Context: an optimization exercise on an open-source flow, tuned for small area, a short achievable clock period and few clock cycles per item. The choices shown serve that exercise and are no tape-out recipe.
Where RTL was checked, it was by simulation tests only, not by an equivalence proof against the original.
For runs 1 and 2, only the layout was checked, not whether the RTL still works.
Power figures rest on the tool's default switching activity, not on a simulated workload.

`flow/config.mk`:
```
export PLATFORM = sky130hd
export DESIGN_NAME = threshold_stage_sequencer
export DESIGN_NICKNAME = threshold_stage_sequencer
export VERILOG_FILES = /design/flow/design.v
export SDC_FILE = /design/flow/constraint.sdc
export NUM_CORES = 4
export LEC_CHECK = 0
export CAP_MARGIN = 20
export CORE_MARGIN = 2
export CORE_UTILIZATION = 40
export SETUP_SLACK_MARGIN = 5
export SLEW_MARGIN = 20
```
`flow/constraint.sdc`:
```
create_clock -name core_clock -period 10.0 [get_ports {aclk}]
set_input_delay 2.0000 -clock core_clock [delete_from_list [all_inputs] [get_ports {aclk}]]
set_output_delay 2.0000 -clock core_clock [all_outputs]
set_load 0.01 [all_outputs]
```
`flow/design.v`:
```
`default_nettype none
package tss_pkg;
    localparam int S_TDATA_W = 184;
    localparam int S_TUSER_W = 2;
    localparam int M_TDATA_W = 72;
endpackage
`default_nettype wire
`default_nettype none
module tss_cmp #(
    parameter int W = 16,
    parameter int LG = 4
) (
    input  wire logic [W-1:0] a,
    input  wire logic [W-1:0] b,
    output logic              lt,
    output logic              gt
);
    logic [(LG+1)*W-1:0] l, g;
    assign l[W-1:0] = ~a & b;
    assign g[W-1:0] = a & ~b;
    for (genvar v = 0; v < LG; v++) begin : g_lv
        for (genvar n = 0; n < W; n++) begin : g_n
            if (n < (W >> (v + 1))) begin : g_node
                assign g[(v+1)*W+n] = g[v*W+2*n+1] | (~l[v*W+2*n+1] & g[v*W+2*n]);
                assign l[(v+1)*W+n] = l[v*W+2*n+1] | (~g[v*W+2*n+1] & l[v*W+2*n]);
            end else begin : g_pad
                assign g[(v+1)*W+n] = 1'b0;
                assign l[(v+1)*W+n] = 1'b0;
            end
        end
    end
    assign lt = l[LG*W];
    assign gt = g[LG*W];
endmodule
`default_nettype wire
`default_nettype none
module tss_add #(
    parameter int W = 32,
    parameter int LG = 5
) (
    input  wire logic [W-1:0] a,
    input  wire logic [W-1:0] b,
    input  wire logic         cin,
    output logic      [W-1:0] sum
);
    logic [W-1:0]        p;
    logic [(LG+1)*W-1:0] gg, pp;
    assign p = a ^ b;
    for (genvar i = 0; i < W; i++) begin : g_l0
        if (i == 0) begin : g_b0
            assign gg[0] = (a[0] & b[0]) | (p[0] & cin);
        end else begin : g_bi
            assign gg[i] = a[i] & b[i];
        end
        assign pp[i] = p[i];
    end
    for (genvar v = 0; v < LG; v++) begin : g_lv
        for (genvar i = 0; i < W; i++) begin : g_n
            if (i >= (1 << v)) begin : g_c
                assign gg[(v+1)*W+i] = gg[v*W+i] | (pp[v*W+i] & gg[v*W+i-(1<<v)]);
                assign pp[(v+1)*W+i] = pp[v*W+i] & pp[v*W+i-(1<<v)];
            end else begin : g_p
                assign gg[(v+1)*W+i] = gg[v*W+i];
                assign pp[(v+1)*W+i] = pp[v*W+i];
            end
        end
    end
    assign sum[0] = p[0] ^ cin;
    for (genvar i = 1; i < W; i++) begin : g_s
        assign sum[i] = p[i] ^ gg[LG*W+i-1];
    end
endmodule
`default_nettype wire
`default_nettype none
module threshold_stage_sequencer
#(
    parameter int STAGES = 8
) (
    input  wire logic         aclk,
    input  wire logic         aresetn,
    input  wire logic [183:0] s_tdata,
    input  wire logic [1:0]   s_tuser,
    input  wire logic         s_tvalid,
    output logic              s_tready,
    output logic      [71:0]  m_tdata,
    output logic              m_tvalid,
    input  wire logic         m_tready,
    input  wire logic         cfg_we,
    input  wire logic [3:0]   cfg_wdata
);
    logic rst_q;    
    logic sv;       
    logic rdy;      
    logic adv;
    always_ff @(posedge aclk) begin
        rst_q <= !aresetn;
    end
    assign adv = !sv;
    logic [7:0] en;
    always_ff @(posedge aclk) begin
        if (!aresetn) begin
            en <= 8'd0;
        end else if (cfg_we) begin
            for (int i = 0; i < 8; i++) begin
                en[i] <= ({1'b0, cfg_wdata} > 5'(i));
            end
        end
    end
    logic         s0v;
    logic [1:0]   s0op;
    logic [182:0] s0d;
    always_ff @(posedge aclk) begin
        if (!aresetn) begin
            s0v <= 1'b0;
        end else if (rdy) begin
            s0v <= s_tvalid;
        end
        if (rdy) begin
            s0op <= s_tuser;
            s0d  <= s_tdata[182:0];
        end
    end
    logic [2:0]  s0_idx;
    logic [3:0]  s0_fld;
    logic [31:0] s0_val;
    logic [31:0] s0_now;
    logic        s0_ld;
    assign s0_idx = s0d[2:0];
    assign s0_fld = s0d[6:3];
    assign s0_val = s0d[38:7];
    assign s0_now = s0d[70:39];
    assign s0_ld  = s0v && (s0op == 2'd0);
    logic [895:0] thr;      
    logic [15:0]  thr_bus;
    logic         wr1;
    assign thr_bus = rst_q ? 16'd0 : s0_val[15:0];
    assign wr1     = s0_ld && adv;
    always_ff @(posedge aclk) begin
        for (int i = 0; i < 8; i++) begin
            for (int k = 0; k < 7; k++) begin
                if (rst_q || (wr1 && s0_idx == 3'(i) && s0_fld == 4'(k + 2))) begin
                    thr[(i*7+k)*16 +: 16] <= thr_bus;
                end
            end
        end
    end
    logic         lq;         
    logic [31:0]  start_r;    
    logic [111:0] lrd;        
    logic [55:0]  blt, bgt;   
    logic         s1v;
    logic [1:0]   s1op;
    logic [31:0]  s1_now;
    logic [111:0] s1_rd;
    logic [2:0]   s1_idx;
    logic [3:0]   s1_fld;
    logic [15:0]  s1_val;
    logic [55:0]  s1_alt, s1_agt;
    logic [7:0]   s1_x0, s1_x1, s1_se;
    logic [31:0]  s1_da, s1_db;
    logic         s1_lovf;
    logic [1:0]   s1_ldc0, s1_ldc1;
    logic [55:0] a_lt, a_gt;
    for (genvar i = 0; i < 8; i++) begin : g_ac
        for (genvar k = 0; k < 7; k++) begin : g_k
            tss_cmp #(.W(16), .LG(4)) u_cmp (
                .a  (s0d[71+16*k +: 16]),
                .b  (thr[(i*7+k)*16 +: 16]),
                .lt (a_lt[i*7+k]),
                .gt (a_gt[i*7+k])
            );
        end
    end
    logic [15:0] p_lrd0, p_lrd1;
    logic [1:0]  ldc0, ldc1;
    always_comb begin
        p_lrd0 = 16'd0;
        p_lrd1 = 16'd0;
        for (int k = 0; k < 7; k++) begin
            if (s0_fld == 4'(k + 2)) begin
                p_lrd0 = lrd[k*16 +: 16];
                p_lrd1 = s1_rd[k*16 +: 16];
            end
        end
    end
    tss_cmp #(.W(16), .LG(4)) u_ldc0 (.a(p_lrd0), .b(s0_val[15:0]), .lt(ldc0[0]), .gt(ldc0[1]));
    tss_cmp #(.W(16), .LG(4)) u_ldc1 (.a(p_lrd1), .b(s0_val[15:0]), .lt(ldc1[0]), .gt(ldc1[1]));
    logic [1:0] ldc;
    assign ldc = lq ? s1_ldc1 : s1_ldc0;
    logic [7:0] x0, x1, se;
    always_comb begin
        for (int i = 0; i < 8; i++) begin
            x0[i] = 1'b0;
            x1[i] = 1'b0;
            for (int k = 0; k < 7; k++) begin
                logic fl, fg;
                if (s1v && s1op == 2'd0 && s1_idx == 3'(i) && s1_fld == 4'(k + 2)) begin
                    fl = ldc[0];
                    fg = ldc[1];
                end else begin
                    fl = blt[i*7+k];
                    fg = bgt[i*7+k];
                end
                x0[i] = x0[i] | (a_lt[i*7+k] & fg) | (a_gt[i*7+k] & fl);
                x1[i] = x1[i] | (a_lt[i*7+k] & s1_agt[i*7+k]) | (a_gt[i*7+k] & s1_alt[i*7+k]);
            end
            se[i] = s0v && (s0op == 2'd2) && en[i];
        end
    end
    logic [31:0] d_a, d_b, v3;
    tss_add #(.W(32), .LG(5)) u_da (.a(s0_now), .b(~s1_now),  .cin(1'b1), .sum(d_a));
    tss_add #(.W(32), .LG(5)) u_db (.a(s0_now), .b(~start_r), .cin(1'b1), .sum(d_b));
    tss_add #(.W(32), .LG(5)) u_v3 (.a({7'd0, s0_val[23:0], 1'b0}), .b({8'd0, s0_val[23:0]}),
                                    .cin(1'b0), .sum(v3));
    always_ff @(posedge aclk) begin
        if (!aresetn) begin
            s1v <= 1'b0;
        end else if (adv) begin
            s1v <= s0v;
        end
        if (adv) begin
            s1op    <= s0op;
            s1_now  <= s0_now;
            s1_rd   <= s0d[182:71];
            s1_idx  <= s0_idx;
            s1_fld  <= s0_fld;
            s1_val  <= s0_val[15:0];
            s1_alt  <= a_lt;
            s1_agt  <= a_gt;
            s1_x0   <= x0;
            s1_x1   <= x1;
            s1_se   <= se;
            s1_da   <= (s0op == 2'd0) ? s0_val : d_a;
            s1_db   <= (s0op == 2'd0) ? v3 : d_b;
            s1_lovf <= s0_val > 32'd4294967;
            s1_ldc0 <= ldc0;
            s1_ldc1 <= ldc1;
        end
    end
    logic [255:0] lim;        
    logic [7:0]   lovf;
    logic [7:0]   act_oh;     
    logic [2:0]   act;        
    logic [63:0]  mm;         
    logic [63:0]  num;        
    logic [511:0] outw;       
    logic s1_st, s1_ld;
    assign s1_st = s1v && (s1op == 2'd1);
    assign s1_ld = s1v && (s1op == 2'd0);
    logic [7:0] gt_a, gt_b;
    for (genvar i = 0; i < 8; i++) begin : g_tc
        tss_cmp #(.W(32), .LG(5)) u_ca (.a(s1_da), .b(lim[i*32 +: 32]), .lt(), .gt(gt_a[i]));
        tss_cmp #(.W(32), .LG(5)) u_cb (.a(s1_db), .b(lim[i*32 +: 32]), .lt(), .gt(gt_b[i]));
    end
    logic [7:0] fire, first;
    logic [2:0] first_idx;
    logic       anyf, latch;
    always_comb begin
        for (int i = 0; i < 8; i++) begin
            logic m;
            m = 1'b0;
            for (int j = 0; j < 8; j++) begin
                m = m | (act_oh[j] & mm[j*8+i]);
            end
            fire[i] = s1_se[i] && m && (lq ? (s1_x1[i] || (!lovf[i] && gt_a[i]))
                                           : (s1_x0[i] || (!lovf[i] && gt_b[i])));
        end
    end
    always_comb begin
        first     = 8'd0;
        first_idx = 3'd0;
        for (int i = 7; i >= 0; i--) begin
            if (fire[i]) begin
                first     = 8'd1 << i;
                first_idx = 3'(i);
            end
        end
    end
    assign anyf  = |fire;
    assign latch = s1_st || anyf;
    always_ff @(posedge aclk) begin
        if (rst_q) begin
            act_oh  <= 8'd1;
            act     <= 3'd0;
            start_r <= 32'd0;
            lrd     <= '0;
            blt     <= '0;
            bgt     <= '0;
            mm      <= '1;
            lq      <= 1'b0;
        end else if (adv) begin
            lq <= latch;
            if (anyf) begin
                act_oh <= first;
                act    <= first_idx;
            end
            if (latch) begin
                start_r <= s1_now;
                lrd     <= s1_rd;
                blt     <= s1_alt;
                bgt     <= s1_agt;
            end
            if (s1_ld) begin
                for (int i = 0; i < 8; i++) begin
                    for (int k = 0; k < 7; k++) begin
                        if (s1_idx == 3'(i) && s1_fld == 4'(k + 2)) begin
                            blt[i*7+k] <= ldc[0];
                            bgt[i*7+k] <= ldc[1];
                        end
                    end
                    if (s1_fld == 4'd0 && s1_idx == 3'(i)) begin
                        for (int j = 0; j < 8; j++) begin
                            mm[j*8+i] <= (s1_val[7:0] == outw[j*64+56 +: 8]);
                        end
                    end
                    if (s1_fld == 4'd13 && s1_idx == 3'(i)) begin
                        for (int j = 0; j < 8; j++) begin
                            mm[i*8+j] <= (s1_val[7:0] == num[j*8 +: 8]);
                        end
                    end
                end
            end
        end
    end
    logic [31:0] lim_new;
    logic [31:0] lim_bus;
    logic        lovf_bus;
    tss_add #(.W(32), .LG(5)) u_lim (.a({s1_da[21:0], 10'd0}), .b(~{s1_db[28:0], 3'd0}),
                                     .cin(1'b1), .sum(lim_new));
    assign lim_bus  = rst_q ? 32'd0 : lim_new;
    assign lovf_bus = !rst_q && s1_lovf;
    logic [15:0] val_bus;
    logic        wr2;
    assign val_bus = rst_q ? 16'd0 : s1_val;
    assign wr2     = s1_ld && adv;
    always_ff @(posedge aclk) begin
        for (int i = 0; i < 8; i++) begin
            if (rst_q || (wr2 && s1_idx == 3'(i) && s1_fld == 4'd1)) begin
                lim[i*32 +: 32] <= lim_bus;
                lovf[i]         <= lovf_bus;
            end
            if (rst_q || (wr2 && s1_idx == 3'(i) && s1_fld == 4'd0)) begin
                num[i*8 +: 8] <= val_bus[7:0];
            end
            if (rst_q || (wr2 && s1_idx == 3'(i) && s1_fld == 4'd9)) begin
                outw[i*64 +: 16] <= val_bus;
            end
            if (rst_q || (wr2 && s1_idx == 3'(i) && s1_fld == 4'd10)) begin
                outw[i*64+16 +: 8] <= val_bus[7:0];
            end
            if (rst_q || (wr2 && s1_idx == 3'(i) && s1_fld == 4'd11)) begin
                outw[i*64+24 +: 16] <= val_bus;
            end
            if (rst_q || (wr2 && s1_idx == 3'(i) && s1_fld == 4'd12)) begin
                outw[i*64+40 +: 16] <= val_bus;
            end
            if (rst_q || (wr2 && s1_idx == 3'(i) && s1_fld == 4'd13)) begin
                outw[i*64+56 +: 8] <= val_bus[7:0];
            end
        end
    end
    logic v2, ch2;
    always_ff @(posedge aclk) begin
        if (!aresetn) begin
            v2 <= 1'b0;
        end else if (adv) begin
            v2 <= s1v;
        end
        if (adv) begin
            ch2 <= anyf;
        end
    end
    logic [63:0] word2;
    logic [67:0] res2;
    always_comb begin
        word2 = 64'd0;
        for (int j = 0; j < 8; j++) begin
            word2 = word2 | ({64{act_oh[j]}} & outw[j*64 +: 64]);
        end
    end
    assign res2 = {word2, act, ch2};
    logic        mv;
    logic [67:0] md, sd;
    always_ff @(posedge aclk) begin
        if (!aresetn) begin
            mv  <= 1'b0;
            sv  <= 1'b0;
            rdy <= 1'b1;
        end else begin
            if (sv) begin
                sv  <= !m_tready;
                rdy <= m_tready;
            end else begin
                sv  <= mv && !m_tready && v2;
                rdy <= !(mv && !m_tready && v2);
            end
            if (!mv || m_tready) begin
                mv <= sv || v2;
            end
        end
        if (!sv) begin
            sd <= res2;
        end
        if (!mv || m_tready) begin
            md <= sv ? sd : res2;
        end
    end
    assign s_tready = rdy;
    assign m_tvalid = mv;
    assign m_tdata  = {4'd0, md};
endmodule
`default_nettype wire
```
`flow/run.sh`:
```
#!/bin/bash
# synth_recipe.tcl (not shown) runs the flow's synth.tcl, then flattens the netlist and writes it again
# the make line also repeats each setting of config.mk as NAME=value (left out here)
make -C /OpenROAD-flow-scripts/flow DESIGN_CONFIG=/design/flow/config.mk WORK_HOME=/design/flow/orfs CLKGATE_MAP_FILE= SYNTH_SCRIPT=/design/flow/synth_recipe.tcl finish
```
==> results.py, run 1 <==
metrics = {
    "placement": {
        "gp_congestion": 0.9425,
        "dp_hpwl_um": 297300,
        "place_area_um2": 141400,
        "port_buffers": 263,
    },
    "logic_synthesis": {
        "synth_area_um2": 133500,
        "synth_top_cells_by_area": "edfxtp_1, maj3_1, dfxtp_1",
        "synth_top_cell_by_area": "edfxtp_1",
        "netlist_top_cells_count": "edfxtp_1, maj3_1, a21oi_1, o21ai_0, nor2b_1",
        "synth_seq_cells": 2755,
        "synth_cells": 11182,
        "synthArstFlopShare_pct": 0,
        "yosysMostFrequentCell": "edfxtp_1",
        "synth_ff_type": "edfxtp_1",
        "synth_area_per_cell_um2": 11.94,
        "synth-edff-count": 2340,
        "synth.top_cell.area_share_pct": 52.64,
        "yosysUniqueCellTypes": 90,
        "yosysSeqAreaShare_pct": 58.87,
        "yosysWarnings": 1,
    },
    "route": {
        "ant_nets": 0,
        "drtPass1Iterations": 7,
        "wl_um": 445400,
        "drc": 0,
        "wl_per_cell_um": 27.62,
        "routed_via_density": 5.934,
        "vias": 95690,
        "detail_route.iter0.violations": 10151,
    },
    "critical_path": {
        "crit_path_start_kind": "flop",
        "reg2reg_to": "s1_ldc1[0]",
        "worst_setup_path_end_kind": "flop",
        "path_max_fanout": 35,
        "reg2reg_depth": 13,
        "crit_required_ps": 10660,
        "regToRegStartpoint": "s0d[5]",
        "crit_type": "reg -> reg",
        "crit_arrival_ps": 5600,
        "r2r_setup_slack_ps": 5060,
    },
    "cells_and_area": {
        "register_area_um2": 78600,
        "layout.nets": 11795,
        "drive_above_1_share_pct": 9.404,
        "syn_to_final_growth_pct": 14.27,
        "final_util_pct": 45.82,
        "multiInputGateArea_um2": 51850,
        "design_area_um2": 152500,
        "fillers": 29706,
    },
    "floorplan": {
        "fp.coreArea_um2": 332900,
        "die_area_um2": 338300,
        "rows": 212,
        "initial_utilization_pct": 40.10,
        "dieHeight_um": 581.7,
        "die_x_um": 581.7,
        "ioPinCount": 269,
    },
    "worst_hold_path": {
        "hold_depth": 1,
        "hp-start": "sd[35]",
        "holdCritPathClass": "reg -> reg",
        "min_to": "sd[35]",
    },
    "clocking": {
        "cts_made_buffers": 311,
        "ctsHoldBuffers": 0,
        "clockBufferDepth": 4,
        "cts_tree": "done",
        "clkLatencyLatePin_ps": 940,
        "cts-root-buf": "clkbuf_16",
        "cts_max_level": 5,
        "clk_pin_slew_ps": 60,
        "cts.sinks": 2755,
    },
    "timing": {
        "finalHoldViolCount": 0,
        "finalMaxSlewViolations": 0,
        "rsz0062_at_grt": "no",
        "fmax_mhz": 202.4,
        "holdWs_ps": 471.2,
        "fin_crit_sh_pct": 49.40,
        "worst-slew-pin-transition_ps": 1300,
        "fin_crit_ps": 4940,
        "setup_tns_ps": 0,
        "max-slew-margin-rel_pct": 13.15,
        "setup_viol": 0,
        "fin_skew_ps": 61.81,
    },
    "pwr": {
        "irDropWorstVdd_mv": 0.1524,
        "power_mw": 32.60,
        "p_per_area_nw_per_um2": 213.7,
        "p_leak_nw": 52.07,
    },
    "global_routing": {
        "grt_use_total_pct": 25.47,
        "grt_pass1_wl_um": 634800,
        "grt_pass1_vias": 92727,
        "overflow": 0,
        "grt_start_max_net_pins": 180,
        "antenna_found_initial": 23,
    },
    "job": {
        "cap_violations": 0,
    },
    "outcome": {
        "status": "finished clean",
    },
}
[worst max-delay path, stage by stage, from the launching register on]
cell and delay [ps]:
edfxtp_1 990, nor2b_1 830, and3_1 260, buf_4 460, a222oi_1 220, nand3_1 110, o21ai_0 410, o211ai_1 340
nand2_1 110, maj3_1 360, a21oi_1 180, o21ai_0 110, a21oi_1 140, o21ai_0 100
[final cells by class]
type | instances | share of cell area [%]
diodes | 9 | 0.01476
clock buffers | 427 | 5.771
clock inverters | 141 | 0.9548
inverters | 365 | 0.9474
multi-input cells | 7516 | 33.99
flip-flops and latches | 2755 | 51.53
well taps | 4387 | 3.599
repair buffers | 525 | 3.194
[how the worst max path moves through the flow]
stage	slack (ps)	cells past startpoint	end	from
final	5060	13	s1_ldc1[0]	s0d[5]
after global routing	5010	13	s1_ldc1[0]	s0d[5]
after CTS	4960	17	bgt[28]	s1_db[0]
after detailed placement	3140	17	bgt[28]	s1_db[0]
after global placement	3370	17	blt[30]	s1_db[0]
after floorplan	5520	0	s_tready	rdy
[cell families after synthesis]
group	Yosys count	synth area share [%]
compound gates	3094	15.16
xor+xnor	224	1.470
fa+ha+maj	1312	10.10
buf+inv	915	2.713
flops	2755	58.87
mux	79	0.6571
other cells	1	0.002809
simple gates	2802	11.04
[report_power, final]
| group | switching [mW] | internal, mW | leakage (nW) | total (mW) |
|---|---|---|---|---|
| Clock | 4.79 | 6.80 | 5.02 | 11.6 |
| Sequential | 1.01 | 13.8 | 27.4 | 14.8 |
| Combinational | 3.86 | 2.31 | 19.7 | 6.17 |
| Total | 9.66 | 22.9 | 52.1 | 32.6 |
[sequential cells by signal, summed over array words and instances, names as in the netlist, 64 cells and up]
name,cells
thr,896
outw,512
lim,232
s0d,183
lrd,112
s1_rd,112
md,68
sd,68
mm,64
num,64
[timing repair]
| item | CTS | global route |
|---|---|---|
| gates resized for setup | 41 | 19 |
| setup buffers | 19 | 28 |
| pin swaps | 1 | 4 |
| endpoints found under the setup margin | 265 | 256 |
| gates cloned | 4 | 1 |
[through the flow]
step,worst slack (ps),instances
after floorplan,5516,11185
after global placement,3368,15489
after detailed placement,3140,15490
after CTS,4964,16081
after global routing,5009,16117
final,5060,16125
[layout by cell type (no fill, tap or decap), types with 43 or more instances in the layout]
cell type,Yosys,final
nand3_1,53,52
o211ai_1,234,234
a2111oi_2,110,112
ha_1,123,123
nand2b_1,579,578
clkinv_1,52,76
maj3_1,1180,1180
xnor2_1,161,161
clkbuf_16,0,324
a21oi_1,917,916
nor4_1,123,122
a21o_1,110,110
nor3_1,67,62
nor2_1,530,516
o22ai_1,43,43
a221oi_1,54,52
nand4_1,129,129
clkinv_2,0,56
nor2b_1,606,583
a22oi_1,441,441
nand2_1,583,582
clkdlybuf4s50_1,0,263
buf_4,6,241
dfxtp_1,415,404
o21ai_0,701,656
clkbuf_1,404,71
xor2_1,63,63
edfxtp_1,2340,2340
inv_1,304,290
a31oi_1,105,105
o21ai_1,39,73
mux2_2,69,69
[metal layers]
metal / global-route usage, % / part of all wire [%]
met5: 0 / 0.0099
met1: 33.07 / 41
met3: 3.895 / 7.3
met4: 13.79 / 6.0
met2: 40.96 / 46
==> inputs of run 2 (changes only) <==
==> flow/flow/run.sh (new file) <==
#!/bin/bash
# Standard layout, with timing repair aimed at a tighter setup margin.
set -euo pipefail
bash standard.sh SETUP_SLACK_MARGIN=6.5 finish > standard_finish.log 2>&1
==> flow/standard.sh (new file) <==
#!/bin/bash
# synth_recipe.tcl (not shown) runs the flow's synth.tcl, then flattens the netlist and writes it again
# the make line also repeats each setting of config.mk as NAME=value (left out here)
make -C /OpenROAD-flow-scripts/flow DESIGN_CONFIG=/design/flow/config.mk WORK_HOME=/design/flow/orfs CLKGATE_MAP_FILE= SYNTH_SCRIPT=/design/flow/synth_recipe.tcl "${@:-finish}"
--- a/flow/config.mk
+++ b/flow/config.mk
@@ -9,4 +9,3 @@
 export CORE_MARGIN = 2
 export CORE_UTILIZATION = 40
-export SETUP_SLACK_MARGIN = 5
 export SLEW_MARGIN = 20
removed: flow/run.sh
==> results.py, run 2 <==
metrics = {
    "pwr": {
        "irDropWorstVdd_mv": 0.1341,
        "p_per_area_nw_per_um2": 209.4,
        "switchingPower_mw": 10.48,
        "seqPwrFrac_pct": 42.4,
        "pwr-share-clk_pct": 34.0,
        "combPwrFrac_pct": 23.5,
        "p_leak_nw": 57.21,
        "switching_share_pct": 30.25,
        "p_int_mw": 24.17,
    },
    "route": {
        "ant_nets": 0,
        "drtPass1Iterations": 9,
        "vias": 100305,
        "wl_um": 471100,
        "detail_route.iter0.violations": 11379,
        "routed_via_density": 5.966,
        "wl_per_cell_um": 28.02,
        "drc": 0,
    },
    "clocking": {
        "clk_pin_slew_ps": 60,
        "cts.sinks": 2755,
        "cts_max_level": 5,
        "cts-root-buf": "clkbuf_16",
        "clockBufferDepth": 4,
        "clkLatencyLatePin_ps": 930,
        "cts_tree": "done",
        "cts_made_buffers": 313,
    },
    "timing": {
        "fmax_mhz": 234.1,
        "finalMaxSlewViolations": 0,
        "setup_viol": 0,
        "max-slew-margin-rel_pct": 14.97,
        "fin_skew_ps": 49.01,
        "rsz0062_at_grt": "yes",
        "fin_crit_ps": 4272,
        "holdWs_ps": 472.5,
        "setup_tns_ps": 0,
        "finalHoldViolCount": 0,
        "worst-slew-pin-transition_ps": 1275,
        "fin_crit_sh_pct": 42.72,
    },
    "placement": {
        "gp_congestion": 0.9631,
        "port_buffers": 263,
        "dp_hpwl_um": 295200,
    },
    "floorplan": {
        "initial_utilization_pct": 40.10,
        "die_area_um2": 338300,
        "ioPinCount": 269,
        "fp.coreArea_um2": 332900,
        "die_x_um": 581.7,
        "rows": 212,
        "dieHeight_um": 581.7,
    },
    "critical_path": {
        "crit_path_start_kind": "flop",
        "path_max_fanout": 7,
        "crit_type": "reg -> reg",
        "worst_setup_path_end_kind": "flop",
        "crit_required_ps": 10790,
        "crit_arrival_ps": 5060,
    },
    "logic_synthesis": {
        "netlist_top_cells_count": "edfxtp_1, maj3_1, a21oi_1, o21ai_0, nor2b_1",
        "synth_top_cell_by_area": "edfxtp_1",
        "yosysMostFrequentCell": "edfxtp_1",
        "synth_ff_type": "edfxtp_1",
        "synth_top_cells_by_area": "edfxtp_1, maj3_1, dfxtp_1",
        "synth_cells": 11182,
        "synthArstFlopShare_pct": 0,
        "yosysUniqueCellTypes": 90,
        "yosysWarnings": 1,
        "synth.top_cell.area_share_pct": 52.64,
        "synth_area_per_cell_um2": 11.94,
        "synth_area_um2": 133500,
        "synth_seq_cells": 2755,
        "synth-edff-count": 2340,
        "yosysSeqAreaShare_pct": 58.87,
    },
    "cells_and_area": {
        "top_regs": "thr (896), outw (512), lim (232)",
        "syn_to_final_growth_pct": 23.97,
        "mostFrequentLayoutCells": "edfxtp_1, maj3_1, a21oi_1",
        "largest_reg_flops": 896,
        "final_common_cell": "edfxtp_1",
        "regMostFlops": "thr",
        "final_util_pct": 49.71,
        "layout.nets": 12477,
        "drive_above_1_share_pct": 20.39,
    },
    "global_routing": {
        "antenna_found_initial": 33,
        "overflow": 0,
        "grt_start_max_net_pins": 150,
        "grt_use_total_pct": 26.65,
        "grt_pass1_wl_um": 664300,
        "grt_pass1_vias": 97592,
    },
    "outcome": {
        "status": "finished clean",
    },
    "job": {
        "cap_violations": 0,
    },
    "worst_hold_path": {
        "holdCritPathClass": "reg -> reg",
    },
}
==> run 2: per-layer routing <==
metal	share of wire [%]	track usage (%)	wire length [um]
met5	0.021	0	97
met4	7.1	16.29	33670
met3	8.8	5.064	41490
met2	45	42.13	212200
met1	39	33.87	183600
==> run 2: repair_timing <==
action / 4_1_cts / 5_1_grt
hold endpoints to repair: 0 / 0
resized for setup: 1247 / 506
hold buffers: 0 / 0
gates cloned: 73 / 5
setup endpoints to repair: 1318 / 989
buffers inserted: 463 / 186
pin swaps: 223 / 238
==> run 2: kinds of logic after synthesis <==
| logic type | Yosys count | synth area share [%] |
|---|---|---|
| buffers and inverters | 915 | 2.713 |
| adders and majority gates | 1312 | 10.10 |
| DFF | 2755 | 58.87 |
| muxes | 79 | 0.6571 |
| AOI/OAI and AO/OA | 3094 | 15.16 |
| other | 1 | 0.002809 |
| xor gates and xnor gates | 224 | 1.470 |
| and+or+nand+nor | 2802 | 11.04 |
==> run 2: path summary, 6_finish.rpt <==
check | from | end | slack [ps] | depth (start not counted)
hold / removal | sd[4] | sd[4] | 470 | 1
setup reg to reg | s1_da[25] | blt[39] | 5730 | 19
hold reg to reg | sd[4] | sd[4] | 470 | 1
setup / recovery | s1_da[25] | blt[39] | 5730 | 19
==> run 2: final cells by class <==
type | count | area [um^2]
Fill cell | 28370 | 167400
Sequential cell | 2755 | 78600
Multi-Input combinational cell | 7528 | 56800
Timing Repair Buffer | 1187 | 12330
Clock buffer | 424 | 8840
Tap cell | 4387 | 5489
Inverter | 365 | 1719
Clock inverter | 153 | 1645
Timing Repair inverter | 6 | 32.53
Antenna cell | 7 | 17.52
==> run 2: stage by stage <==
step | setup WS, ps | instance area (um^2) | total power, mW | instances
floorplan | 6446 | 133600 | 18.47 | 11185
global placement | 3503 | 141400 | 20.72 | 15491
detailed placement | 3341 | 141500 | 20.89 | 15496
CTS | 5761 | 161900 | 34.16 | 16609
global route | 5600 | 165500 | 35.76 | 16808
finish | 5728 | 165500 | 34.65 | 16812
==> run 2: critical path, stage by stage (launching register included) <==
cell and delay [ps]:
edfxtp_1 410, clkinvlp_4 180, buf_4 180, buf_4 160, maj3_1 370, maj3_1 380, maj3_2 330, nand2_1 80
a21oi_1 110, o22ai_2 230, o221ai_4 200, nand3_2 150, nor4_4 50, buf_12 150, buf_12 130, buf_16 140
buf_16 160, buf_6 130, buf_16 140, a2111oi_2 420
==> run 2: power groups by stage <==
| stage | Combinational [mW] | Clock (mW) | Sequential [mW] |
|---|---|---|---|
| global route | 8.57 | 12.4 | 14.8 |
| floorplan | 3.91 | 0 | 14.6 |
| finish | 8.15 | 11.8 | 14.7 |
| CTS | 7.55 | 11.9 | 14.7 |
| global placement | 5.75 | 0 | 15.0 |
| detailed placement | 5.85 | 0 | 15.0 |
==> inputs of run 3 (changes only) <==
--- a/flow/design.v
+++ b/flow/design.v
@@ -73,4 +73,37 @@
 `default_nettype wire
 `default_nettype none
+module tss_tgt (
+    input  wire logic [31:0] now,
+    input  wire logic [31:0] s,
+    input  wire logic [31:0] l,
+    input  wire logic        ge,
+    output logic             gt
+);
+    logic [31:0] ns, nl, cs;
+    logic [32:0] cc;
+    assign ns = ~s;
+    assign nl = ~l;
+    assign cs = now ^ ns ^ nl;
+    assign cc = {(now & ns) | (now & nl) | (ns & nl), 1'b1};
+    logic [6*32-1:0] g, p;
+    assign g[31:0] = cs & cc[31:0];
+    assign p[31:0] = cs | cc[31:0];
+    for (genvar v = 0; v < 5; v++) begin : g_lv
+        for (genvar n = 0; n < 32; n++) begin : g_n
+            if (n < (32 >> (v + 1))) begin : g_node
+                assign g[(v+1)*32+n] = g[v*32+2*n+1] | (p[v*32+2*n+1] & g[v*32+2*n]);
+                assign p[(v+1)*32+n] = p[v*32+2*n+1] & p[v*32+2*n];
+            end else begin : g_pad
+                assign g[(v+1)*32+n] = 1'b0;
+                assign p[(v+1)*32+n] = 1'b0;
+            end
+        end
+    end
+    logic c32;
+    assign c32 = g[5*32];
+    assign gt = cc[32] ? (c32 || !ge) : (c32 && !ge);
+endmodule
+`default_nettype wire
+`default_nettype none
 module threshold_stage_sequencer
 #(
@@ -113,8 +146,8 @@
         if (!aresetn) begin
             s0v <= 1'b0;
-        end else if (rdy) begin
+        end else if (adv) begin
             s0v <= s_tvalid;
         end
-        if (rdy) begin
+        if (adv) begin
             s0op <= s_tuser;
             s0d  <= s_tdata[182:0];
@@ -132,8 +165,21 @@
     assign s0_ld  = s0v && (s0op == 2'd0);
     logic [895:0] thr;      
+    logic [255:0] lim;      
+    logic [7:0]   lovf;
     logic [15:0]  thr_bus;
+    logic [31:0]  lim_bus;
+    logic         lovf_bus;
     logic         wr1;
-    assign thr_bus = rst_q ? 16'd0 : s0_val[15:0];
-    assign wr1     = s0_ld && adv;
+    logic [31:0] pa, pb, pc, cs_s, cs_c, lim_new;
+    assign pa   = {s0_val[21:0], 10'd0};
+    assign pb   = ~{s0_val[27:0], 4'd0};
+    assign pc   = ~{s0_val[28:0], 3'd0};
+    assign cs_s = pa ^ pb ^ pc;
+    assign cs_c = {(pa[30:0] & pb[30:0]) | (pa[30:0] & pc[30:0]) | (pb[30:0] & pc[30:0]), 1'b1};
+    tss_add #(.W(32), .LG(5)) u_lim (.a(cs_s), .b(cs_c), .cin(1'b1), .sum(lim_new));
+    assign thr_bus  = rst_q ? 16'd0 : s0_val[15:0];
+    assign lim_bus  = rst_q ? 32'd0 : lim_new;
+    assign lovf_bus = !rst_q && (s0_val > 32'd4294967);
+    assign wr1      = s0_ld && adv;
     always_ff @(posedge aclk) begin
         for (int i = 0; i < 8; i++) begin
@@ -143,4 +189,8 @@
                 end
             end
+            if (rst_q || (wr1 && s0_idx == 3'(i) && s0_fld == 4'd1)) begin
+                lim[i*32 +: 32] <= lim_bus;
+                lovf[i]         <= lovf_bus;
+            end
         end
     end
@@ -157,7 +207,5 @@
     logic [15:0]  s1_val;
     logic [55:0]  s1_alt, s1_agt;
-    logic [7:0]   s1_x0, s1_x1, s1_se;
-    logic [31:0]  s1_da, s1_db;
-    logic         s1_lovf;
+    logic [7:0]   s1_x0, s1_x1, s1_c0, s1_c1, s1_se;
     logic [1:0]   s1_ldc0, s1_ldc1;
     logic [55:0] a_lt, a_gt;
@@ -208,9 +256,12 @@
         end
     end
-    logic [31:0] d_a, d_b, v3;
-    tss_add #(.W(32), .LG(5)) u_da (.a(s0_now), .b(~s1_now),  .cin(1'b1), .sum(d_a));
-    tss_add #(.W(32), .LG(5)) u_db (.a(s0_now), .b(~start_r), .cin(1'b1), .sum(d_b));
-    tss_add #(.W(32), .LG(5)) u_v3 (.a({7'd0, s0_val[23:0], 1'b0}), .b({8'd0, s0_val[23:0]}),
-                                    .cin(1'b0), .sum(v3));
+    logic       lt_a, lt_b;
+    logic [7:0] gt_a, gt_b;
+    tss_cmp #(.W(32), .LG(5)) u_ga (.a(s0_now), .b(s1_now),  .lt(lt_a), .gt());
+    tss_cmp #(.W(32), .LG(5)) u_gb (.a(s0_now), .b(start_r), .lt(lt_b), .gt());
+    for (genvar i = 0; i < 8; i++) begin : g_tc
+        tss_tgt u_ta (.now(s0_now), .s(s1_now),  .l(lim[i*32 +: 32]), .ge(!lt_a), .gt(gt_a[i]));
+        tss_tgt u_tb (.now(s0_now), .s(start_r), .l(lim[i*32 +: 32]), .ge(!lt_b), .gt(gt_b[i]));
+    end
     always_ff @(posedge aclk) begin
         if (!aresetn) begin
@@ -230,14 +281,11 @@
             s1_x0   <= x0;
             s1_x1   <= x1;
+            s1_c0   <= ~lovf & gt_b;
+            s1_c1   <= ~lovf & gt_a;
             s1_se   <= se;
-            s1_da   <= (s0op == 2'd0) ? s0_val : d_a;
-            s1_db   <= (s0op == 2'd0) ? v3 : d_b;
-            s1_lovf <= s0_val > 32'd4294967;
             s1_ldc0 <= ldc0;
             s1_ldc1 <= ldc1;
         end
     end
-    logic [255:0] lim;        
-    logic [7:0]   lovf;
     logic [7:0]   act_oh;     
     logic [2:0]   act;        
@@ -248,9 +296,4 @@
     assign s1_st = s1v && (s1op == 2'd1);
     assign s1_ld = s1v && (s1op == 2'd0);
-    logic [7:0] gt_a, gt_b;
-    for (genvar i = 0; i < 8; i++) begin : g_tc
-        tss_cmp #(.W(32), .LG(5)) u_ca (.a(s1_da), .b(lim[i*32 +: 32]), .lt(), .gt(gt_a[i]));
-        tss_cmp #(.W(32), .LG(5)) u_cb (.a(s1_db), .b(lim[i*32 +: 32]), .lt(), .gt(gt_b[i]));
-    end
     logic [7:0] fire, first;
     logic [2:0] first_idx;
@@ -263,6 +306,5 @@
                 m = m | (act_oh[j] & mm[j*8+i]);
             end
-            fire[i] = s1_se[i] && m && (lq ? (s1_x1[i] || (!lovf[i] && gt_a[i]))
-                                           : (s1_x0[i] || (!lovf[i] && gt_b[i])));
+            fire[i] = s1_se[i] && m && (lq ? (s1_x1[i] || s1_c1[i]) : (s1_x0[i] || s1_c0[i]));
         end
     end
@@ -323,11 +365,4 @@
         end
     end
-    logic [31:0] lim_new;
-    logic [31:0] lim_bus;
-    logic        lovf_bus;
-    tss_add #(.W(32), .LG(5)) u_lim (.a({s1_da[21:0], 10'd0}), .b(~{s1_db[28:0], 3'd0}),
-                                     .cin(1'b1), .sum(lim_new));
-    assign lim_bus  = rst_q ? 32'd0 : lim_new;
-    assign lovf_bus = !rst_q && s1_lovf;
     logic [15:0] val_bus;
     logic        wr2;
@@ -336,8 +371,4 @@
     always_ff @(posedge aclk) begin
         for (int i = 0; i < 8; i++) begin
-            if (rst_q || (wr2 && s1_idx == 3'(i) && s1_fld == 4'd1)) begin
-                lim[i*32 +: 32] <= lim_bus;
-                lovf[i]         <= lovf_bus;
-            end
             if (rst_q || (wr2 && s1_idx == 3'(i) && s1_fld == 4'd0)) begin
                 num[i*8 +: 8] <= val_bus[7:0];
==> flow/run.sh (new file) <==
#!/bin/bash
# synth_recipe.tcl (not shown) runs the flow's synth.tcl, then flattens the netlist and writes it again
# the make line also repeats each setting of config.mk as NAME=value (left out here)
make -C /OpenROAD-flow-scripts/flow DESIGN_CONFIG=/design/flow/config.mk WORK_HOME=/design/flow/orfs CLKGATE_MAP_FILE= SYNTH_SCRIPT=/design/flow/synth_recipe.tcl finish
--- a/flow/config.mk
+++ b/flow/config.mk
@@ -8,4 +8,5 @@
 export CAP_MARGIN = 20
 export CORE_MARGIN = 2
-export CORE_UTILIZATION = 40
+export CORE_UTILIZATION = 60
+export SETUP_SLACK_MARGIN = 5
 export SLEW_MARGIN = 20
removed: flow/flow/run.sh
removed: flow/standard.sh
==> results.py, run 3 <==
metrics = {
    "logic_synthesis": {
        "synth-simple-area-share_pct": 10.21,
        "synth_area_per_cell_um2": 11.82,
        "synth.top_cell.area_share_pct": 49.04,
        "synth-edff-count": 2291,
        "synthArstFlopShare_pct": 0,
        "yosysUniqueCellTypes": 106,
        "synth_top_family_by_area": "adder cells",
        "synth_area_um2": 140300,
        "synth_seq_cells": 2706,
        "yosysWarnings": 1,
        "post_synth_xor_area_fraction_pct": 0.9677,
        "synth-adder-area-share_pct": 15.72,
        "synth_top_cells_by_area": "edfxtp_1, maj3_1, fa_1",
        "yosysMostFrequentCell": "edfxtp_1",
        "netlist_top_cells_count": "edfxtp_1, maj3_1, inv_1, nand2_1, a21oi_1",
        "synth_top_cell_by_area": "edfxtp_1",
        "yosysSeqAreaShare_pct": 54.96,
        "synth_cells": 11868,
        "synth.mux.area_fraction_pct": 0.7492,
        "synth_compound_area_share_pct": 13.44,
        "synth_ff_type": "edfxtp_1",
    },
    "job": {
        "cap_violations": 0,
    },
    "clocking": {
        "cts-root-buf": "clkbuf_16",
        "cts_max_level": 5,
        "cts.sinks": 2706,
        "clk_pin_slew_ps": 60,
        "ctsHoldBuffers": 0,
        "cts_tree": "done",
        "clockBufferDepth": 4,
        "clkLatencyLatePin_ps": 980,
        "cts_made_buffers": 306,
    },
    "pwr": {
        "pwr-share-clk_pct": 36.2,
        "seqPwrFrac_pct": 45.3,
        "p_per_area_nw_per_um2": 195.3,
        "p_int_mw": 21.85,
        "combPwrFrac_pct": 18.5,
        "switching_share_pct": 28.79,
        "irDropWorstVdd_mv": 0.1927,
        "p_leak_nw": 56.66,
        "switchingPower_mw": 8.835,
    },
    "route": {
        "ant_nets": 0,
        "wl_um": 454800,
        "drtPass1Iterations": 9,
        "routed_via_density": 6.466,
        "wl_per_cell_um": 29.27,
        "detail_route.iter0.violations": 11808,
        "vias": 100451,
        "drc": 0,
    },
    "cells_and_area": {
        "final_common_cell": "edfxtp_1",
        "top_regs": "thr (896), outw (512), lim (232)",
        "register_area_um2": 77130,
        "drive_above_1_share_pct": 7.645,
        "final_util_pct": 67.59,
        "design_area_um2": 157200,
        "syn_to_final_growth_pct": 12.03,
        "fillers": 16987,
        "layout.nets": 13096,
        "regMostFlops": "thr",
        "multiInputGateArea_um2": 58140,
        "mostFrequentLayoutCells": "edfxtp_1, maj3_1, inv_1",
        "largest_reg_flops": 896,
    },
    "critical_path": {
        "path_cells": "inv_1, ha_1, a21oi_1, o21ai_0, nor3_1, a211oi_1, o21ai_0, a21oi_2, nor3_1, o211ai_1, o311ai_0",
        "crit_arrival_ps": 5650,
        "crit_required_ps": 10550,
        "crit_type": "reg -> reg",
        "slowest_delay_ps": 950,
        "path_max_fanout": 12,
        "cp_slowest_cell": "a21oi_2",
        "crit_buf_inv": 1,
        "worst_setup_path_end_kind": "flop",
        "crit_path_start_kind": "flop",
        "cp_top_family": "compound AO/OA/AOI/OAI gates",
    },
    "floorplan": {
        "die_x_um": 487.5,
        "initial_utilization_pct": 60.33,
        "dieHeight_um": 487.5,
        "die_area_um2": 237700,
        "ioPinCount": 269,
        "rows": 177,
        "fp.coreArea_um2": 232500,
    },
    "timing": {
        "fin_crit_ps": 5099,
        "fin_crit_sh_pct": 50.99,
        "finalMaxSlewViolations": 0,
        "setup_viol": 0,
        "finalHoldViolCount": 0,
        "fin_skew_ps": 89.71,
        "max-slew-margin-rel_pct": 10.40,
        "setup_tns_ps": 0,
        "rsz0062_at_grt": "no",
        "fmax_mhz": 196.1,
        "worst-slew-pin-transition_ps": 1330,
    },
    "placement": {
        "dp_hpwl_um": 314200,
        "gp_congestion": 0.9978,
        "port_buffers": 263,
        "place_area_um2": 147100,
    },
    "global_routing": {
        "grt_pass1_vias": 98676,
        "grt_use_total_pct": 38.00,
        "grt_start_max_net_pins": 138,
        "antenna_found_initial": 23,
        "overflow": 0,
        "grt_pass1_wl_um": 656300,
    },
    "worst_hold_path": {
        "holdCritPathClass": "reg -> reg",
    },
    "outcome": {
        "status": "finished clean",
    },
}
==> run 3: cell count changes in the layout (fill, tap and decap cells not counted), sizes merged, moves of 160 or more <==
cell | previous run | this run
nor2b | 606 | 446
nand2 | 583 | 913
maj3 | 1186 | 1019
inv | 299 | 1020
o211ai | 234 | 69
fa | 3 | 485
buf | 987 | 206
==> run 3: per-layer routing <==
layer  wire length, um  global-route usage, %  part of all wire [%]  vias to the layer above
li1                  -                      -                     -                    44267
met1            169600                  48.06                    37                    49893
met2            205800                  59.19                    45                     5060
met3             39740                  6.707                   8.7                     1221
met4             39550                  27.68                   8.7                       10
met5                63                      0                 0.014                        -
==> run 3: stage by stage <==
step / instances / setup slack (ps) / total power, mW / hold WS (ps)
2_1_floorplan: 11871 / 5877 / 17.39 / 420.6
3_3_place_gp: 14968 / 4488 / 19.41 / 440.3
3_5_place_dp: 14972 / 4397 / 19.61 / 445.5
4_1_cts: 15516 / 5024 / 30.61 / 452.4
5_1_grt: 15528 / 5042 / 31.69 / 466.2
6_report: 15535 / 4901 / 30.69 / 454.5
==> run 3: area by class of cell <==
type                    count  area share, %
diodes                     14        0.02229
multi-input cells        7729          37.00
clock inverters           132         0.7786
inverters                1034          2.481
repair buffers            469          2.774
well taps                3043          2.423
flip-flops and latches   2706          49.07
clock buffers             408          5.451
==> run 3: power groups by stage <==
stage | clock network (mW) | logic, mW | registers (mW)
global route | 11.6 | 6.10 | 14.0
detailed placement | 0 | 5.48 | 14.1
global placement | 0 | 5.33 | 14.1
floorplan | 0 | 3.49 | 13.9
CTS | 11.2 | 5.55 | 13.9
finish | 11.1 | 5.67 | 13.9
==> run 3: cell families (layout without fill, tap and decap cells) <==
kind of cell    Yosys count  after routing
compound gates         2924           2924
simple gates           2875           2876
flops                  2706           2706
fa+ha+maj              1674           1674
buf+inv                1437           2043
xor+xnor                155            155
mux                      96             96
other cells               1             18
==> run 3: timing repair <==
item                                    CTS  global route
endpoints found under the setup margin  134           180
cloned                                    1             0
gates resized for setup                   4             8
pin swaps                                 1             0
setup buffers                             3             0
==> run 3: worst min-delay path, delay by kind of cell, from the launching register on <==
kind            cells  cell delay, ps
flops               1             310
simple gates        1              50
compound gates      1              50
==> run 3: final timing paths <==
path | start | endpoint | slack, ps | depth (start not counted)
min reg2reg | act[2] | act[2] | 450 | 2
max | s1_now[5] | s1_c1[1] | 4900 | 11
max reg2reg | s1_now[5] | s1_c1[1] | 4900 | 11
min | act[2] | act[2] | 450 | 2
Testbench counts of run 3, summed over its fixed seeds: cycles 10,536, items 10,504.
==> inputs of run 4 (changes only) <==
==> flow/flow/run.sh (new file) <==
#!/bin/bash
# Standard layout, with timing repair aimed at a tighter setup margin.
set -euo pipefail
bash standard.sh SETUP_SLACK_MARGIN=6.5 finish > standard_finish.log 2>&1
==> flow/standard.sh (new file) <==
#!/bin/bash
# synth_recipe.tcl (not shown) runs the flow's synth.tcl, then flattens the netlist and writes it again
# the make line also repeats each setting of config.mk as NAME=value (left out here)
make -C /OpenROAD-flow-scripts/flow DESIGN_CONFIG=/design/flow/config.mk WORK_HOME=/design/flow/orfs CLKGATE_MAP_FILE= SYNTH_SCRIPT=/design/flow/synth_recipe.tcl "${@:-finish}"
--- a/flow/config.mk
+++ b/flow/config.mk
@@ -9,4 +9,3 @@
 export CORE_MARGIN = 2
 export CORE_UTILIZATION = 60
-export SETUP_SLACK_MARGIN = 5
 export SLEW_MARGIN = 20
removed: flow/run.sh
==> results.py, run 4 <==
metrics = {
    "outcome": {
        "status": "finished clean",
    },
    "critical_path": {
        "path_common_cell": "maj3_2",
        "cp_top_family": "simple AND/OR/NAND/NOR gates",
        "cp_slowest_cell": "nand4_1",
        "worst_setup_path_end_kind": "flop",
        "r2r_setup_slack_ps": 6040,
        "reg2reg_to": "s1_x0[1]",
        "crit_arrival_ps": 4320,
        "crit_required_ps": 10370,
        "slowest_delay_ps": 720,
        "regToRegStartpoint": "s0d[143]",
        "crit_path_start_kind": "flop",
        "crit_type": "reg -> reg",
        "path_cells": "buf_6, nor2b_1, maj3_2, maj3_2, maj3_2, a21oi_4, buf_6, nand2_4, a211o_1, nor4b_4, nand4_1",
        "path_max_fanout": 4,
        "crit_buf_inv": 2,
        "reg2reg_depth": 11,
    },
    "logic_synthesis": {
        "synth_cells": 11868,
        "synthArstFlopShare_pct": 0,
        "netlist_top_cells_count": "edfxtp_1, maj3_1, inv_1, nand2_1, a21oi_1",
        "synth-edff-count": 2291,
        "synth_area_um2": 140300,
        "yosysWarnings": 1,
        "yosysSeqAreaShare_pct": 54.96,
        "synth_top_cell_by_area": "edfxtp_1",
        "synth_top_cells_by_area": "edfxtp_1, maj3_1, fa_1",
        "yosysMostFrequentCell": "edfxtp_1",
        "synth_ff_type": "edfxtp_1",
        "synth.top_cell.area_share_pct": 49.04,
        "synth_area_per_cell_um2": 11.82,
        "yosysUniqueCellTypes": 106,
        "synth_seq_cells": 2706,
    },
    "global_routing": {
        "antenna_found_initial": 24,
        "overflow": 0,
        "grt_use_total_pct": 40.14,
        "grt_pass1_vias": 103036,
        "grt_start_max_net_pins": 164,
        "grt_pass1_wl_um": 690400,
    },
    "worst_hold_path": {
        "hold_depth": 2,
        "min_to": "lrd[16]",
        "holdCritPathClass": "reg -> reg",
        "hp-start": "lrd[16]",
    },
    "pwr": {
        "p_per_area_nw_per_um2": 190.1,
        "p_leak_nw": 61.45,
        "power_mw": 32.02,
        "irDropWorstVdd_mv": 0.1965,
    },
    "cells_and_area": {
        "top_regs": "thr (896), outw (512), lim (232)",
        "final_common_cell": "edfxtp_1",
        "syn_to_final_growth_pct": 20.02,
        "drive_above_1_share_pct": 19.18,
        "mostFrequentLayoutCells": "edfxtp_1, inv_1, nand2_1",
        "largest_reg_flops": 896,
        "final_util_pct": 72.41,
        "layout.nets": 13746,
        "regMostFlops": "thr",
    },
    "route": {
        "wl_per_cell_um": 30.49,
        "wl_um": 493300,
        "vias": 106150,
        "routed_via_density": 6.561,
        "ant_nets": 0,
        "drc": 0,
        "detail_route.iter0.violations": 12366,
        "drtPass1Iterations": 11,
    },
    "floorplan": {
        "die_area_um2": 237700,
        "rows": 177,
        "dieHeight_um": 487.5,
        "ioPinCount": 269,
        "die_x_um": 487.5,
        "fp.coreArea_um2": 232500,
        "initial_utilization_pct": 60.33,
    },
    "clocking": {
        "cts-root-buf": "clkbuf_16",
        "clk_pin_slew_ps": 60,
        "cts_made_buffers": 307,
        "cts_max_level": 5,
        "clockBufferDepth": 4,
        "cts_tree": "done",
        "clkLatencyLatePin_ps": 990,
        "cts.sinks": 2706,
    },
    "timing": {
        "finalHoldViolCount": 0,
        "fin_ws_ps": 6043,
        "setup_tns_ps": 0,
        "holdWs_ps": 453.0,
        "fin_skew_ps": 88.36,
        "setup_viol": 0,
        "worst-slew-pin-transition_ps": 1240,
        "max-slew-margin-rel_pct": 16.44,
        "fin_crit_sh_pct": 39.57,
        "fmax_mhz": 252.7,
        "rsz0062_at_grt": "yes",
        "finalMaxSlewViolations": 0,
        "fin_crit_ps": 3957,
    },
    "placement": {
        "gp_congestion": 0.9971,
        "dp_hpwl_um": 318400,
        "post-place-ws_ps": 4882,
        "port_buffers": 263,
    },
    "job": {
        "cap_violations": 0,
    },
}
run 4: cell counts after synthesis:
No cell type changed its count.
run 4: layout make-up:
cell class              count  area, um^2
diodes                     12       30.03
well taps                3043        3807
multi-input cells        7732       62860
clock buffers             396        8337
repair buffers           1113       10680
flip-flops and latches   2706       77140
repair inverters            2       17.52
fillers                 15589       64160
clock inverters           140        1411
inverters                1034        4093
run 4: tightest hold or removal path, cell delays in order (launching register included):
cell and delay, ps:
dfxtp_1 300, nand2_1 50, a21oi_1 50
run 4: kinds of logic after synthesis:
family          after synthesis  synth area share (%)
flops                      2706                 54.96
simple gates               2875                 10.21
other cells                   1              0.002673
compound gates             2924                 13.44
mux                          96                0.7492
xor+xnor                    155                0.9677
fa+ha+maj                  1674                 15.72
buf+inv                    1437                 3.954
run 4: per-layer routing:
layer  global-route usage, %  vias to the layer above  wire (um)
met5                       0                        -         47
met4                   31.03                        6      48260
met3                   7.701                     1606      49350
met2                   61.48                     6324     218400
met1                   50.57                    52631     177200
li1                        -                    45583          -
run 4: timing repair:
item / CTS / global route
endpoints found under the setup margin: 1796 / 908
pin swaps: 261 / 353
hold buffers: 0 / 0
gates cloned: 14 / 12
buffers inserted: 415 / 204
hold endpoints to repair: 0 / 0
resized for setup: 1259 / 507
run 4: power by group:
group | internal, mW | switching [mW]
Combinational | 2.71 | 4.30
Clock | 6.52 | 4.62
Sequential | 13.3 | 0.571
run 4: how the worst max path moves through the flow:
stage               from        to  slack (ps)  depth (start not counted)
5_1_grt         s0d[128]  s1_x0[1]        6050                         10
3_5_place_dp   act_oh[5]   lrd[77]        4880                         12
2_1_floorplan     s0d[5]  lim[131]        6080                          6
4_1_cts         s0d[179]  s1_x0[1]        6230                         11
6_report        s0d[143]  s1_x0[1]        6040                         11
3_3_place_gp   act_oh[5]   lrd[65]        4920                         12
run 4: metrics by stage:
| stage | std cells | instance area [um^2] |
|---|---|---|
| 6_report | 16178 | 168400 |
| 5_1_grt | 16169 | 168400 |
| 4_1_cts | 15943 | 164200 |
| 3_5_place_dp | 14978 | 147200 |
| 3_3_place_gp | 14977 | 147200 |
| 2_1_floorplan | 11871 | 140400 |
==> inputs of run 5 (changes only) <==
==> flow/flow/run.sh (replaced) <==
#!/bin/bash
# Standard layout, with timing repair aimed at a tighter setup margin.
set -euo pipefail
bash standard.sh SETUP_SLACK_MARGIN=6.2 finish > standard_finish.log 2>&1
==> results.py, run 5 <==
metrics = {
    "outcome": {
        "status": "finished clean",
    },
    "global_routing": {
        "grt_start_max_net_pins": 151,
        "antenna_found_initial": 28,
        "use_met3_pct": 7.630,
        "grt_busiest_layer": "met2",
        "overflow": 0,
        "grt_use_met1_pct": 48.94,
        "grt_use_total_pct": 38.89,
        "grt_use_met2_pct": 59.69,
        "grt_pass1_wl_um": 669800,
        "grt_pass1_vias": 100369,
    },
    "critical_path": {
        "crit_required_ps": 10510,
        "path_max_fanout": 14,
        "crit_path_start_kind": "flop",
        "crit_buf_inv": 1,
        "path_cells": "inv_1, maj3_1, o21ai_2, nand2b_1, o22ai_1, nor3_1, nand4_1",
        "crit_type": "reg -> reg",
        "cp_slowest_cell": "edfxtp_1",
        "worst_setup_path_end_kind": "flop",
        "crit_arrival_ps": 4410,
        "slowest_delay_ps": 650,
        "cp_top_family": "simple AND/OR/NAND/NOR gates",
    },
    "timing": {
        "fin_crit_ps": 3898,
        "holdWs_ps": 454.2,
        "worst-slew-pin-transition_ps": 1300,
        "fin_ws_ps": 6102,
        "finalMaxSlewViolations": 0,
        "fin_crit_sh_pct": 38.98,
        "fmax_mhz": 256.5,
        "finalHoldViolCount": 0,
        "max-slew-margin-rel_pct": 12.51,
        "setup_tns_ps": 0,
        "setup_viol": 0,
        "fin_skew_ps": 101.1,
        "rsz0062_at_grt": "yes",
    },
    "logic_synthesis": {
        "synth_seq_cells": 2706,
        "synth-edff-count": 2291,
        "yosysWarnings": 1,
        "synth_cells": 11868,
        "synthArstFlopShare_pct": 0,
        "netlist_top_cells_count": "edfxtp_1, maj3_1, inv_1, nand2_1, a21oi_1",
        "yosysSeqAreaShare_pct": 54.96,
        "synth_ff_type": "edfxtp_1",
        "synth_top_cells_by_area": "edfxtp_1, maj3_1, fa_1",
        "synth_area_per_cell_um2": 11.82,
        "yosysMostFrequentCell": "edfxtp_1",
        "synth_area_um2": 140300,
        "synth_top_cell_by_area": "edfxtp_1",
        "yosysUniqueCellTypes": 106,
        "synth.top_cell.area_share_pct": 49.04,
    },
    "route": {
        "wl_per_cell_um": 29.51,
        "routed_via_density": 6.477,
        "drc": 0,
        "wl_um": 470300,
        "drtPass1Iterations": 7,
        "vias": 103216,
        "ant_nets": 0,
        "detail_route.iter0.violations": 12122,
    },
    "clocking": {
        "cts_made_buffers": 305,
        "clk_pin_slew_ps": 60,
        "cts_tree": "done",
        "cts_max_level": 5,
        "ctsHoldBuffers": 0,
        "cts.sinks": 2706,
        "cts-root-buf": "clkbuf_16",
        "clkLatencyLatePin_ps": 980,
        "clockBufferDepth": 4,
    },
    "floorplan": {
        "rows": 177,
        "dieHeight_um": 487.5,
        "die_area_um2": 237700,
        "die_x_um": 487.5,
        "initial_utilization_pct": 60.33,
        "fp.coreArea_um2": 232500,
        "ioPinCount": 269,
    },
    "cells_and_area": {
        "design_area_um2": 162800,
        "fin_cells": 15935,
        "syn_to_final_growth_pct": 16.02,
        "fillers": 16306,
        "mostFrequentLayoutCells": "edfxtp_1, maj3_1, inv_1",
        "regMostFlops": "thr",
        "top_regs": "thr (896), outw (512), lim (232)",
        "largest_reg_flops": 896,
        "final_common_cell": "edfxtp_1",
        "final_util_pct": 69.99,
        "layout.nets": 13487,
        "drive_above_1_share_pct": 13.12,
    },
    "job": {
        "cap_violations": 0,
    },
    "placement": {
        "dp_cells": 14991,
        "post-place-ws_ps": 4358,
        "place_area_um2": 147300,
        "port_buffers": 263,
        "gp_congestion": 0.9988,
        "dp_hpwl_um": 314900,
    },
    "worst_hold_path": {
        "holdCritPathClass": "reg -> reg",
    },
    "pwr": {
        "p_leak_nw": 59.26,
        "power_mw": 31.22,
        "p_per_area_nw_per_um2": 191.8,
        "irDropWorstVdd_mv": 0.1759,
    },
}
[run 5: power breakdown]
group	internal, mW	switching, mW
logic	2.37	3.95
clock network	6.46	4.60
registers	13.3	0.558
[run 5: per-layer routing]
metal / vias up / routed length [um] / share of wire, %
li1: 45078 / - / -
met1: 51232 / 172400 / 37
met2: 5528 / 211000 / 45
met3: 1368 / 43880 / 9.3
met4: 10 / 42840 / 9.1
met5: - / 62 / 0.013
[run 5: repair_timing]
item                                    in CTS  in global routing
endpoints found under the setup margin     646                403
pin swaps                                   33                 83
setup buffers                              233                135
cloned                                       5                  5
resized for setup                          416                301
[run 5: worst register-to-register path, delay by kind of cell (launching register included)]
family                     cells  cell delay, ps
AOI/OAI and AO/OA              2             760
buffers and inverters          1             430
and+or+nand+nor                3            1110
DFF                            1             650
adders and majority gates      1             530
[run 5: worst paths after layout]
kind,end,cells after the start,slack (ps),startpoint
setup / recovery,s1_x0[5],7,6100,s0d[118]
hold reg to reg,lrd[27],2,450,lrd[27]
hold / removal,lrd[27],2,450,lrd[27]
setup reg to reg,s1_x0[5],7,6100,s0d[118]
[run 5: area by class of cell]
type / instances / area, um^2 / area share [%]
flip-flops and latches: 2706 / 77150 / 47.40
diodes: 23 / 57.56 / 0.03536
clock inverters: 129 / 1285 / 0.7895
multi-input cells: 7730 / 59910 / 36.81
clock buffers: 410 / 8396 / 5.158
repair inverters: 1 / 7.507 / 0.004613
well taps: 3043 / 3807 / 2.339
inverters: 1034 / 4046 / 2.486
repair buffers: 859 / 8095 / 4.974
[run 5: cells by family (layout without fill, tap and decap cells)]
logic type	after synthesis	in the layout	share of synthesized area, %
muxes	96	96	0.7492
AOI/OAI and AO/OA	2924	2924	13.44
adders and majority gates	1674	1674	15.72
other	1	27	0.002673
DFF	2706	2706	54.96
and+or+nand+nor	2875	2877	10.21
buffers and inverters	1437	2433	3.954
xor gates and xnor gates	155	155	0.9677

## port drivers added, routing unchanged
Ports are ideal in the flow. The routed layouts listed here were re-timed in OpenROAD.
Step 1: set_driving_cell puts a clkbuf_16 on aclk and a buf_2 on each other input, an assumption about the parent block.
Step 2 moves the port delays by t, midway between the first and last clock arrival at a register: inputs arrive t later, outputs are due t later. That takes back most of the time a late clock gives input paths.
Slacks: no drivers / after step 1 / after step 2; pairs: no drivers / after step 1.
run	shift t [ns]	setup WS [ns]	clock arrival spread, ns	worst slew at a driven data input, ns
run 1	1.026	5.060 / 5.060 / 5.060	0.070 / 0.069	0.15
run 2	1.016	5.728 / 5.728 / 5.728	0.060 / 0.060	0.11
run 3	1.042	4.901 / 4.901 / 4.901	0.095 / 0.095	0.21
run 4	1.056	6.043 / 6.043 / 6.002	0.106 / 0.105	0.06
run 5	1.030	6.102 / 6.102 / 6.102	0.104 / 0.103	0.23
After both steps setup and hold are still met in every run listed. The setup slack of run 4, which loses most, moves by 0.000 ns with the drivers and by -0.041 ns with both steps.
